This is an optimization exercise on Yosys and OpenROAD, whose aim is small area, a short achievable clock period and few clock cycles per item, not a production implementation.
Where RTL was checked, it was by simulation tests only, not by an equivalence proof against the original.
The RTL of run 3 was laid out without a check of its function.
No activity file was given, so power comes from the tool's default toggle rates.

==> flow/design.v, too long to show whole: its modules and the start of the top module <==
// module operandRegister: 34 lines
// module addSubUnit: 22 lines
// module multiplierArray: 614 lines
// module divFront: 607 lines
// module divBack: 839 lines
// module resultSelect: 47 lines
// module aluTop: 85 lines
module aluTop (
	input  logic                            clk,
	input  logic                            rstN,
	input  logic                            start,
	input  logic [aluPkg::operandWidth-1:0] a,
	input  logic [aluPkg::operandWidth-1:0] b,
	input  aluPkg::opcodeT                  op,
	output logic                            done,
	output logic [aluPkg::resultWidth-1:0]  result,
	output logic [aluPkg::errorWidth-1:0]   error
);
  // ...
==> flow/flow/run.sh <==
#!/bin/bash
# Own layout flow: the standard flow (standard.sh, unchanged synthesis), with
# - port buffers of a stronger cell than the smallest one buffer_ports picks by default,
# - timing repair aiming past the required slack (the clock and constraints are unchanged),
#   with resizing free to change a cell's footprint.
set -euo pipefail
MARGIN=$(cat flow/margin.txt)
bash standard.sh \
	"BUFFER_PORTS_ARGS=-buffer_cell sky130_fd_sc_hd__buf_4" \
	"SETUP_SLACK_MARGIN=$MARGIN" \
	"MATCH_CELL_FOOTPRINT=0" \
	finish > standard_flow.log 2>&1
==> flow/flow/margin.txt <==
24
==> flow/standard.sh <==
#!/bin/bash
# synth_recipe.tcl (not shown) runs the flow's synth.tcl, then flattens the netlist and writes it again
# the make line also repeats each setting of config.mk as NAME=value (left out here)
make -C /OpenROAD-flow-scripts/flow DESIGN_CONFIG=/design/flow/config.mk WORK_HOME=/design/flow/orfs CLKGATE_MAP_FILE= SYNTH_SCRIPT=/design/flow/synth_recipe.tcl "${@:-finish}"
==> flow/config.mk <==
export PLATFORM = sky130hd
export DESIGN_NAME = aluTop
export DESIGN_NICKNAME = aluTop
export VERILOG_FILES = /design/flow/design.v
export SDC_FILE = /design/flow/constraint.sdc
export NUM_CORES = 4
export LEC_CHECK = 0
export ABC_AREA = 1
export CAP_MARGIN = 20
export CORE_MARGIN = 2
export CORE_UTILIZATION = 40
export SLEW_MARGIN = 20
==> flow/constraint.sdc <==
create_clock -name core_clock -period 40.0 [get_ports {clk}]
set_input_delay 8.0000 -clock core_clock [delete_from_list [all_inputs] [get_ports {clk}]]
set_output_delay 8.0000 -clock core_clock [all_outputs]
set_load 0.01 [all_outputs]
==> impl_metrics.ini, run 1 <==
[route]
drtAntennaViolNets = 0
wl_met1_um = 32980
viasPerCell = 5.623
routedWlPerCell_um = 20.52
first_iter_violations = 1775

[synth]
synthXorXnorAreaFrac = 0.1108
synth_top_area_share = 0.1791
yosysWarnings = 2
synthArstFlopShare = 0
synth_compound_area_frac = 0.1582
synth_nets = 3415

[grt]
grt_overflow = 0
grt_pass1_wl_um = 117200
antenna_found_initial = 3

[pwr]
irDropWorstVdd_v = 0.00009383
p_clk_mw = 0.0800
p_seq_mw = 0.0667
internal_power_mw = 0.6123
p_comb_frac = 0.902
maxPowerGroup = combinational cells

[floorplanning]
rows = 83
die_area_um2 = 53810
core_area_um2 = 51300
start_util = 0.4052

[critical_path]
crit_top_cell = fa_1
path_class = register to output port
crit_start = operandRegister_i.bQ[0]

[timing]
max_clock_freq_mhz = 63.26
layout_setup_ws_ns = 24.19

[final_layout]
multi_input_area_share = 0.7595
nFlopsAndLatches = 57
buffers_excl_clock = 217
inverters = 464
seq_area_um2 = 1169
layout_common_cells = nand2_1 (556), inv_1 (400), ha_1 (247)
final-clk-cell-share = 0.01191

[clock_tree]
post-cts-setup-buffers = 52
cts_tree = yes
cts_resized = 124
cts_root_buf = clkbuf_16
clk_pin_slew_ns = 0.06

[outcome]
status = no timing/DRC/antenna violations

[worst_hold_path]
hold_depth = 1
hold_path_class = input port to register

[place]
dpl.cell_count = 3610
Testbench counts, summed over its fixed seeds: cycles 8,000, items 8,000.
==> run 2, diff against run 1 <==
==> flow/flow/margin.txt (replaced) <==
23
==> run 2 against run 1 <==
Final area is 8.2% lower. Flip-flop and latch count stayed put. Power is 3.9% lower. Final cell count is 2.5% lower. First-iteration DRC count is 0.51% higher. Clock power hardly changed. Global-route usage is 0.52 points lower. Sequential share of layout area is 0.35 points higher. Critical endpoint is now result[13]. Largest power group unchanged. Highest routed layer unchanged.
==> impl_metrics.ini, run 2 <==
[outcome]
status = no timing/DRC/antenna violations

[final_layout]
antenna_cells = 0
layout-drive-gt1-share = 0.1029
final_net_count = 3486
layout_common_cells = nand2_1 (587), inv_1 (424), ha_1 (290)
n_fill_cell = 5333
area_delta_synth_final_pct = 9.480
final_common_cell = nand2_1
top_regs = operandRegister_i.aQ x16, operandRegister_i.bQ x16

[synth]
postSynthCellCount = 2898
synth_area_um2 = 20790
yosysWarnings = 2
ys_ff_latch = 57
synthDistinctLibCells = 74
synthArstFlopShare = 0
yosysMostFrequentCell = nand2_1
synth_nets = 3415
synth-seq-area-share = 0.05490
synth_top_area_share = 0.1791
synth_edf_count = 0
synth_area_leaders = fa_1 (18%), ha_1 (18%), nand2_1 (11%), xor2_1 (8.6%), inv_1 (7.7%)
synth_common_cells = nand2_1 (593), inv_1 (429), ha_1 (292)
avgSynthCellArea_um2 = 7.173
ys.flop_type = dfxtp_1
synth_area_leader_cell = fa_1

[timing]
setup_viol = 0
tightest_slew_ns = 0.9889
layout_setup_ws_ns = 23.40
period_minus_slack_ns = 16.60
max_clock_freq_mhz = 60.24
whs_ns = 7.742
max-slew-margin-rel = 0.3367
finalCritPeriodShare = 0.4150
drv_slew = 0
hold_viol_final = 0
finalSetupTns_ns = 0
rsz0062_at_grt = no

[clock_tree]
h-tree-depth = 3
cts_sinks = 57
cts_tree = yes
cts_buffers = 9
cts_root_buf = clkbuf_16
clk_pin_slew_ns = 0.06
cts_max_path_buffers = 2
holdBufCountCts = 0

[critical_path]
crit_required_ns = 32.00
cp-start-kind = register
slowest_stage = fa_1
setup.worst_path.end_class = output port
crit_top_cell = nand2_1
cpPeakStageDelay_ns = 0.40
arrival_ns = 8.60
path_class = register to output port
crit_fanout = 17

[floorplanning]
core_area_um2 = 51300
die_w_um = 232.0
io_pins = 74
rows = 83
start_util = 0.4052
die_h_um = 232.0
die_area_um2 = 53810

[grt]
antenna_found_initial = 3
grt_overflow = 0
grt_max_degree = 29
grt_pass1_wl_um = 114800
first_global_vias = 20040
grt_usage = 0.2757

[place]
port_buffers = 73
gp_congestion = 0.9715
hpwl_um = 60380
pre_cts_slack_ns = 22.05

[job]
drv_cap = 0

[pwr]
p_leak_nw = 11.74
p_total_mw = 1.438
power_density_nw_per_um2 = 63.18
irDropWorstVdd_v = 0.00009392

[route]
routedWlPerCell_um = 20.36
vias = 20470
first_iter_violations = 1784
postRouteWirelength_um = 74370
drtAntennaViolNets = 0
firstDrtPassIters = 5
route.detailed.drc = 0
viasPerCell = 5.605

[worst_hold_path]
hold_path_class = input port to register
run 2: cell types whose count changed in the layout (fill, tap and decap cells not counted), moves of 15 or more:
| cell | previous run | this run |
|---|---|---|
| a21oi_1 | 159 | 178 |
| a21oi_2 | 23 | 8 |
| buf_4 | 195 | 122 |
| ha_1 | 247 | 290 |
| ha_4 | 39 | 0 |
| inv_1 | 400 | 424 |
| nand2_1 | 556 | 587 |
| nand2_2 | 58 | 32 |
run 2: cell families after synthesis:
logic type                 Yosys count  synth area share
AOI/OAI and AO/OA                  533            0.1582
DFF                                 57           0.05490
and+or+nand+nor                   1034            0.2192
xor gates and xnor gates           263            0.1108
muxes                                3          0.001445
buffers and inverters              530            0.1005
adders and majority gates          478            0.3549
run 2: routing by layer:
| layer | global-route usage | wire [um] |
|---|---|---|
| met5 | 0 | 44 |
| met2 | 0.4467 | 33890 |
| met3 | 0.03905 | 5261 |
| met4 | 0.09435 | 2703 |
| met1 | 0.3743 | 32470 |
run 2: area by class of cell:
| cell class | count | area, um2 | area share |
|---|---|---|---|
| multi-input combinational | 2313 | 17720 | 0.7786 |
| inverter | 463 | 1779 | 0.07818 |
| sequential | 57 | 1152 | 0.05064 |
| timing repair buffer | 124 | 955.9 | 0.04201 |
| tap | 680 | 850.8 | 0.03739 |
| clock buffer | 10 | 239.0 | 0.01050 |
| clock inverter | 5 | 56.30 | 0.002474 |
| timing repair inverter | 1 | 5.005 | 0.0002199 |
run 2: stage by stage:
stage | cell area (um2) | util | cells
3_5_place_dp | 22040 | 0.4295 | 3610
6_report | 22760 | 0.4436 | 3653
5_1_grt | 22760 | 0.4436 | 3653
2_1_floorplan | 20790 | - | 2898
4_1_cts | 22370 | 0.4360 | 3627
3_3_place_gp | 22040 | 0.4295 | 3610
run 2: final timing paths:
| path | cells past startpoint | to | start |
|---|---|---|---|
| worst min-delay path | 1 | operandRegister_i.opQ[2] | op[2] |
| worst max-delay path | 51 | result[13] | operandRegister_i.bQ[0] |
run 2: power by group:
part           switching (mW)  internal, mW
logic                   0.821         0.470
registers             0.00740        0.0595
clock network          0.0305        0.0493
total                   0.859         0.578
run 2: timing repair:
action / CTS / global route
cloned: 1 / 2
pin swaps: 0 / 10
endpoints found under the setup margin: 16 / 27
resized for setup: 9 / 51
buffers inserted: 1 / 24
run 2: critical path: cells and delay by family, from the launching register on:
kind	cells	cell delay, ns
xor gates and xnor gates	1	0.27
AOI/OAI and AO/OA	14	2.50
buffers and inverters	8	1.08
and+or+nand+nor	23	2.46
DFF	1	0.30
adders and majority gates	5	1.62
==> module addSubUnit, before the edit <==
module addSubUnit (
	input  logic [aluPkg::operandWidth-1:0] aQ,
	input  logic [aluPkg::operandWidth-1:0] bQ,
	input  aluPkg::opcodeT                  opQ,
	output logic [aluPkg::resultWidth-1:0]  addSubResult,
	output logic                            overflow
);
	logic                    mode;
	logic [operandWidth-1:0] bInv;
	logic [operandWidth:0]   carry;
	logic [operandWidth-1:0] sum;
	assign mode     = opQ.fields.mode;
	assign bInv     = bQ ^ {operandWidth{mode}};
	assign carry[0] = mode;
	for (genvar i = 0; i < operandWidth; i++)
	begin : genBit
		assign sum[i]     = aQ[i] ^ bInv[i] ^ carry[i];
		assign carry[i+1] = (aQ[i] & bInv[i]) | (aQ[i] & carry[i]) | (bInv[i] & carry[i]);
	end
	assign overflow = mode ? (carry[operandWidth-1] ^ carry[operandWidth]) : carry[operandWidth];
	assign addSubResult = {{(resultWidth-operandWidth-1){1'b0}}, overflow, sum};
endmodule
==> run 3, diff against run 2 <==
--- a/flow/design.v
+++ b/flow/design.v
@@ -63,18 +63,106 @@
 );
 	logic                    mode;
 	logic [operandWidth-1:0] bInv;
-	logic [operandWidth:0]   carry;
-	logic [operandWidth-1:0] sum;
-	assign mode     = opQ.fields.mode;
-	assign bInv     = bQ ^ {operandWidth{mode}};
-	assign carry[0] = mode;
-	for (genvar i = 0; i < operandWidth; i++)
-	begin : genBit
-		assign sum[i]     = aQ[i] ^ bInv[i] ^ carry[i];
-		assign carry[i+1] = (aQ[i] & bInv[i]) | (aQ[i] & carry[i]) | (bInv[i] & carry[i]);
-	end
-	assign overflow = mode ? (carry[operandWidth-1] ^ carry[operandWidth]) : carry[operandWidth];
-	assign addSubResult = {{(resultWidth-operandWidth-1){1'b0}}, overflow, sum};
+	logic [operandWidth-1:0] total;
+	logic                    carryOut;
+	assign mode = opQ.fields.mode;
+	assign bInv = bQ ^ {operandWidth{mode}};
+	logic [16:0] sum_p, sum_g;
+	assign sum_p[0] = mode ^ mode;
+	assign sum_g[0] = mode & mode;
+	assign sum_p[1] = aQ[0] ^ bInv[0];
+	assign sum_g[1] = aQ[0] & bInv[0];
+	assign sum_p[2] = aQ[1] ^ bInv[1];
+	assign sum_g[2] = aQ[1] & bInv[1];
+	assign sum_p[3] = aQ[2] ^ bInv[2];
+	assign sum_g[3] = aQ[2] & bInv[2];
+	assign sum_p[4] = aQ[3] ^ bInv[3];
+	assign sum_g[4] = aQ[3] & bInv[3];
+	assign sum_p[5] = aQ[4] ^ bInv[4];
+	assign sum_g[5] = aQ[4] & bInv[4];
+	assign sum_p[6] = aQ[5] ^ bInv[5];
+	assign sum_g[6] = aQ[5] & bInv[5];
+	assign sum_p[7] = aQ[6] ^ bInv[6];
+	assign sum_g[7] = aQ[6] & bInv[6];
+	assign sum_p[8] = aQ[7] ^ bInv[7];
+	assign sum_g[8] = aQ[7] & bInv[7];
+	assign sum_p[9] = aQ[8] ^ bInv[8];
+	assign sum_g[9] = aQ[8] & bInv[8];
+	assign sum_p[10] = aQ[9] ^ bInv[9];
+	assign sum_g[10] = aQ[9] & bInv[9];
+	assign sum_p[11] = aQ[10] ^ bInv[10];
+	assign sum_g[11] = aQ[10] & bInv[10];
+	assign sum_p[12] = aQ[11] ^ bInv[11];
+	assign sum_g[12] = aQ[11] & bInv[11];
+	assign sum_p[13] = aQ[12] ^ bInv[12];
+	assign sum_g[13] = aQ[12] & bInv[12];
+	assign sum_p[14] = aQ[13] ^ bInv[13];
+	assign sum_g[14] = aQ[13] & bInv[13];
+	assign sum_p[15] = aQ[14] ^ bInv[14];
+	assign sum_g[15] = aQ[14] & bInv[14];
+	assign sum_p[16] = aQ[15] ^ bInv[15];
+	assign sum_g[16] = aQ[15] & bInv[15];
+	logic sum_G0; assign sum_G0 = sum_g[1] | (sum_p[1] & sum_g[0]);
+	logic sum_G1; assign sum_G1 = sum_g[3] | (sum_p[3] & sum_g[2]);
+	logic sum_P1; assign sum_P1 = sum_p[3] & sum_p[2];
+	logic sum_G2; assign sum_G2 = sum_g[5] | (sum_p[5] & sum_g[4]);
+	logic sum_P2; assign sum_P2 = sum_p[5] & sum_p[4];
+	logic sum_G3; assign sum_G3 = sum_g[7] | (sum_p[7] & sum_g[6]);
+	logic sum_P3; assign sum_P3 = sum_p[7] & sum_p[6];
+	logic sum_G4; assign sum_G4 = sum_g[9] | (sum_p[9] & sum_g[8]);
+	logic sum_P4; assign sum_P4 = sum_p[9] & sum_p[8];
+	logic sum_G5; assign sum_G5 = sum_g[11] | (sum_p[11] & sum_g[10]);
+	logic sum_P5; assign sum_P5 = sum_p[11] & sum_p[10];
+	logic sum_G6; assign sum_G6 = sum_g[13] | (sum_p[13] & sum_g[12]);
+	logic sum_P6; assign sum_P6 = sum_p[13] & sum_p[12];
+	logic sum_G7; assign sum_G7 = sum_g[15] | (sum_p[15] & sum_g[14]);
+	logic sum_P7; assign sum_P7 = sum_p[15] & sum_p[14];
+	logic sum_G8; assign sum_G8 = sum_G1 | (sum_P1 & sum_G0);
+	logic sum_G9; assign sum_G9 = sum_G3 | (sum_P3 & sum_G2);
+	logic sum_P9; assign sum_P9 = sum_P3 & sum_P2;
+	logic sum_G10; assign sum_G10 = sum_G5 | (sum_P5 & sum_G4);
+	logic sum_P10; assign sum_P10 = sum_P5 & sum_P4;
+	logic sum_G11; assign sum_G11 = sum_G7 | (sum_P7 & sum_G6);
+	logic sum_P11; assign sum_P11 = sum_P7 & sum_P6;
+	logic sum_G12; assign sum_G12 = sum_G9 | (sum_P9 & sum_G8);
+	logic sum_G13; assign sum_G13 = sum_G11 | (sum_P11 & sum_G10);
+	logic sum_P13; assign sum_P13 = sum_P11 & sum_P10;
+	logic sum_G14; assign sum_G14 = sum_G13 | (sum_P13 & sum_G12);
+	logic sum_G15; assign sum_G15 = sum_G10 | (sum_P10 & sum_G12);
+	logic sum_G16; assign sum_G16 = sum_G2 | (sum_P2 & sum_G8);
+	logic sum_G17; assign sum_G17 = sum_G4 | (sum_P4 & sum_G12);
+	logic sum_G18; assign sum_G18 = sum_G6 | (sum_P6 & sum_G15);
+	logic sum_G19; assign sum_G19 = sum_g[2] | (sum_p[2] & sum_G0);
+	logic sum_G20; assign sum_G20 = sum_g[4] | (sum_p[4] & sum_G8);
+	logic sum_G21; assign sum_G21 = sum_g[6] | (sum_p[6] & sum_G16);
+	logic sum_G22; assign sum_G22 = sum_g[8] | (sum_p[8] & sum_G12);
+	logic sum_G23; assign sum_G23 = sum_g[10] | (sum_p[10] & sum_G17);
+	logic sum_G24; assign sum_G24 = sum_g[12] | (sum_p[12] & sum_G15);
+	logic sum_G25; assign sum_G25 = sum_g[14] | (sum_p[14] & sum_G18);
+	logic sum_G26; assign sum_G26 = sum_g[16] | (sum_p[16] & sum_G14);
+	logic [16:0] sum_d;
+	assign sum_d[0] = sum_p[0];
+	assign sum_d[1] = sum_p[1] ^ sum_g[0];
+	assign sum_d[2] = sum_p[2] ^ sum_G0;
+	assign sum_d[3] = sum_p[3] ^ sum_G19;
+	assign sum_d[4] = sum_p[4] ^ sum_G8;
+	assign sum_d[5] = sum_p[5] ^ sum_G20;
+	assign sum_d[6] = sum_p[6] ^ sum_G16;
+	assign sum_d[7] = sum_p[7] ^ sum_G21;
+	assign sum_d[8] = sum_p[8] ^ sum_G12;
+	assign sum_d[9] = sum_p[9] ^ sum_G22;
+	assign sum_d[10] = sum_p[10] ^ sum_G17;
+	assign sum_d[11] = sum_p[11] ^ sum_G23;
+	assign sum_d[12] = sum_p[12] ^ sum_G15;
+	assign sum_d[13] = sum_p[13] ^ sum_G24;
+	assign sum_d[14] = sum_p[14] ^ sum_G18;
+	assign sum_d[15] = sum_p[15] ^ sum_G25;
+	assign sum_d[16] = sum_p[16] ^ sum_G14;
+	logic sum_ge; assign sum_ge = sum_G26;
+	assign total    = sum_d[16:1];
+	assign carryOut = sum_ge;
+	assign overflow = mode ? ((aQ[15] ~^ bInv[15]) & (total[15] ^ aQ[15])) : carryOut;
+	assign addSubResult = {{(resultWidth-operandWidth-1){1'b0}}, overflow, total};
 endmodule
 import aluPkg::*;
 module multiplierArray (
==> run 3 against run 2 <==
Sequential power is essentially flat. Non-clock buffer count is 3 lower. Still clean. Final area grew 2.3%. First-iteration DRC count rose by 4.8%. Area after synthesis increased by 2.8%. Via count increased by 2.2%. Die area grew 2.7%. Power grew 1.3%. Sequential share of layout area shrank 0.13 points. Synthesized cell count is 6.9% higher. Count of clock-buffer cells in the layout unchanged.
==> impl_metrics.ini, run 3 <==
[timing]
drv_slew = 0
finalCritPeriodShare = 0.4143
tightest_slew_ns = 0.9208
max-slew-margin-rel = 0.3839
period_minus_slack_ns = 16.57
max_clock_freq_mhz = 60.35
setup_viol = 0
finalSetupTns_ns = 0
hold_viol_final = 0
layout_setup_ws_ns = 23.43
rsz0062_at_grt = yes

[critical_path]
path_class = register to output port
setup.worst_path.end_class = output port
cpPeakStageDelay_ns = 0.42
slowest_stage = fa_1
crit_required_ns = 32.00
crit_fanout = 16
arrival_ns = 8.57
cp-start-kind = register
crit_top_cell = nand2_1

[synth]
synthArstFlopShare = 0
postSynthCellCount = 3098
synth_top_area_share = 0.1804
ys.flop_type = dfxtp_1
ys_ff_latch = 57
synth_common_cells = nand2_1 (689), inv_1 (463), ha_1 (308)
avgSynthCellArea_um2 = 6.895
synth_area_leader_cell = ha_1
yosysMostFrequentCell = nand2_1
yosysWarnings = 2
synthDistinctLibCells = 64
synth_nets = 3624
synth-seq-area-share = 0.05342
synth_area_um2 = 21360
synth_edf_count = 0
synth_area_leaders = ha_1 (18%), fa_1 (17%), nand2_1 (12%), xor2_1 (8.6%), inv_1 (8.1%)

[route]
postRouteWirelength_um = 74000
viasPerCell = 5.427
drtAntennaViolNets = 0
routedWlPerCell_um = 19.18
first_iter_violations = 1870
vias = 20930
route.detailed.drc = 0
firstDrtPassIters = 6

[grt]
grt_max_degree = 27
grt_overflow = 0
grt_pass1_wl_um = 114300
first_global_vias = 19870
grt_usage = 0.2620
antenna_found_initial = 1

[clock_tree]
clk_pin_slew_ns = 0.06
h-tree-depth = 3
cts_max_path_buffers = 2
holdBufCountCts = 0
cts_sinks = 57
cts_buffers = 9
cts_tree = yes
cts_root_buf = clkbuf_16

[final_layout]
n_fill_cell = 5509
final_net_count = 3690
fin_util = 0.4423
antenna_cells = 0
top_regs = operandRegister_i.aQ x16, operandRegister_i.bQ x16
layout_common_cells = nand2_1 (686), inv_1 (457), ha_1 (307)
fin_cells = 3857
final_common_cell = nand2_1
layout-drive-gt1-share = 0.08394
area_delta_synth_final_pct = 9.038

[place]
dpl.cell_count = 3822
port_buffers = 73
pre_cts_slack_ns = 22.62
hpwl_um = 59270
gp_congestion = 0.9738

[floorplanning]
die_area_um2 = 55270
core_area_um2 = 52660
die_h_um = 235.1
die_w_um = 235.1
start_util = 0.4057
rows = 84
io_pins = 74

[pwr]
p_total_mw = 1.456
power_density_nw_per_um2 = 62.51
irDropWorstVdd_v = 0.00009532
p_leak_nw = 12.18

[worst_hold_path]
hold_path_class = input port to register
hold_depth = 1

[outcome]
status = no timing/DRC/antenna violations

[job]
drv_cap = 0
[run 3: worst max-delay path, delay by kind of cell, from the launching register on]
kind | cells | cell delay [ns]
XOR/XNOR | 1 | 0.21
adder cells (fa/ha/maj) | 5 | 1.76
buffers and inverters | 7 | 1.18
AND/OR/NAND/NOR | 30 | 3.73
flip-flops | 1 | 0.30
AO/OA/AOI/OAI | 6 | 1.00
[run 3: final cells by class]
cell class              count  area (um2)  share of cell area
clock buffers              10       239.0             0.01026
multi-input cells        2472       18130              0.7785
repair buffers            121       920.9             0.03954
inverters                 503        1922             0.08251
clock inverters             6       66.31            0.002847
well taps                 688       860.8             0.03696
flip-flops and latches     57        1150             0.04937
[run 3: kinds of logic (layout without fill, tap and decap cells)]
logic type | after synthesis | count (layout) | share of synthesized area
AND/OR/NAND/NOR | 1180 | 1180 | 0.2355
buffers and inverters | 569 | 640 | 0.1038
AO/OA/AOI/OAI | 536 | 536 | 0.1487
adder cells (fa/ha/maj) | 487 | 487 | 0.3482
XOR/XNOR | 267 | 267 | 0.1095
flip-flops | 57 | 57 | 0.05342
multiplexers | 2 | 2 | 0.0009372
[run 3: power by group]
group,switching [mW],internal (mW)
Clock,0.0307,0.0500
Combinational,0.845,0.463
Sequential,0.00720,0.0595
Total,0.883,0.573
[run 3: per-stage QoR]
stage          cell area, um2  hold WS [ns]
2_1_floorplan           21360         8.028
3_3_place_gp            22670         8.106
3_5_place_dp            22670         8.106
4_1_cts                 23040         7.750
5_1_grt                 23290         7.753
6_report                23290         7.756
[run 3: per-layer routing]
metal | track usage | up-vias | wire [um]
li1 | - | 10220 | -
met1 | 0.3602 | 9809 | 32800
met2 | 0.4214 | 750 | 33110
met3 | 0.02408 | 152 | 4734
met4 | 0.1064 | 0 | 3354
met5 | 0 | - | 0
[run 3: repair_timing]
action                     in CTS  in global routing
gates resized for setup         8                 36
setup endpoints to repair      16                 27
setup buffers                   3                 16
hold endpoints to repair        0                  0
pin swaps                       3                  1
[run 3: worst paths after layout]
kind	startpoint	endpoint
max	operandRegister_i.bQ[1]	result[6]
min	a[4]	operandRegister_i.aQ[4]

-- separate check: timing with driven ports --
Ports are ideal in the flow. The routed layouts listed here were re-timed in OpenROAD.
Step 1: set_driving_cell puts a clkbuf_16 on clk and a buf_2 on each other input, an assumption about the parent block.
Step 2 times the ports against the registers' clock, not the clock port: input delays grow and output delays shrink by t, the midpoint of the rising clock arrivals with the driver on.
a / b / c = ideal / step 1 / step 2; a / b = the first two.
| run | t, ns | setup slack, ns | worst register clock-pin slew, ns |
|---|---|---|---|
| run 1 | 0.408 | 24.192 / 24.139 / 24.040 | 0.06 / 0.06 |
| run 2 | 0.405 | 23.401 / 23.349 / 23.382 | 0.06 / 0.06 |
| run 3 | 0.380 | 23.429 / 23.384 / 23.503 | 0.06 / 0.06 |
After both steps every run listed still meets setup and hold. For run 1, which loses most, drivers alone change the setup slack by -0.053 ns; drivers and shift together by -0.152 ns.
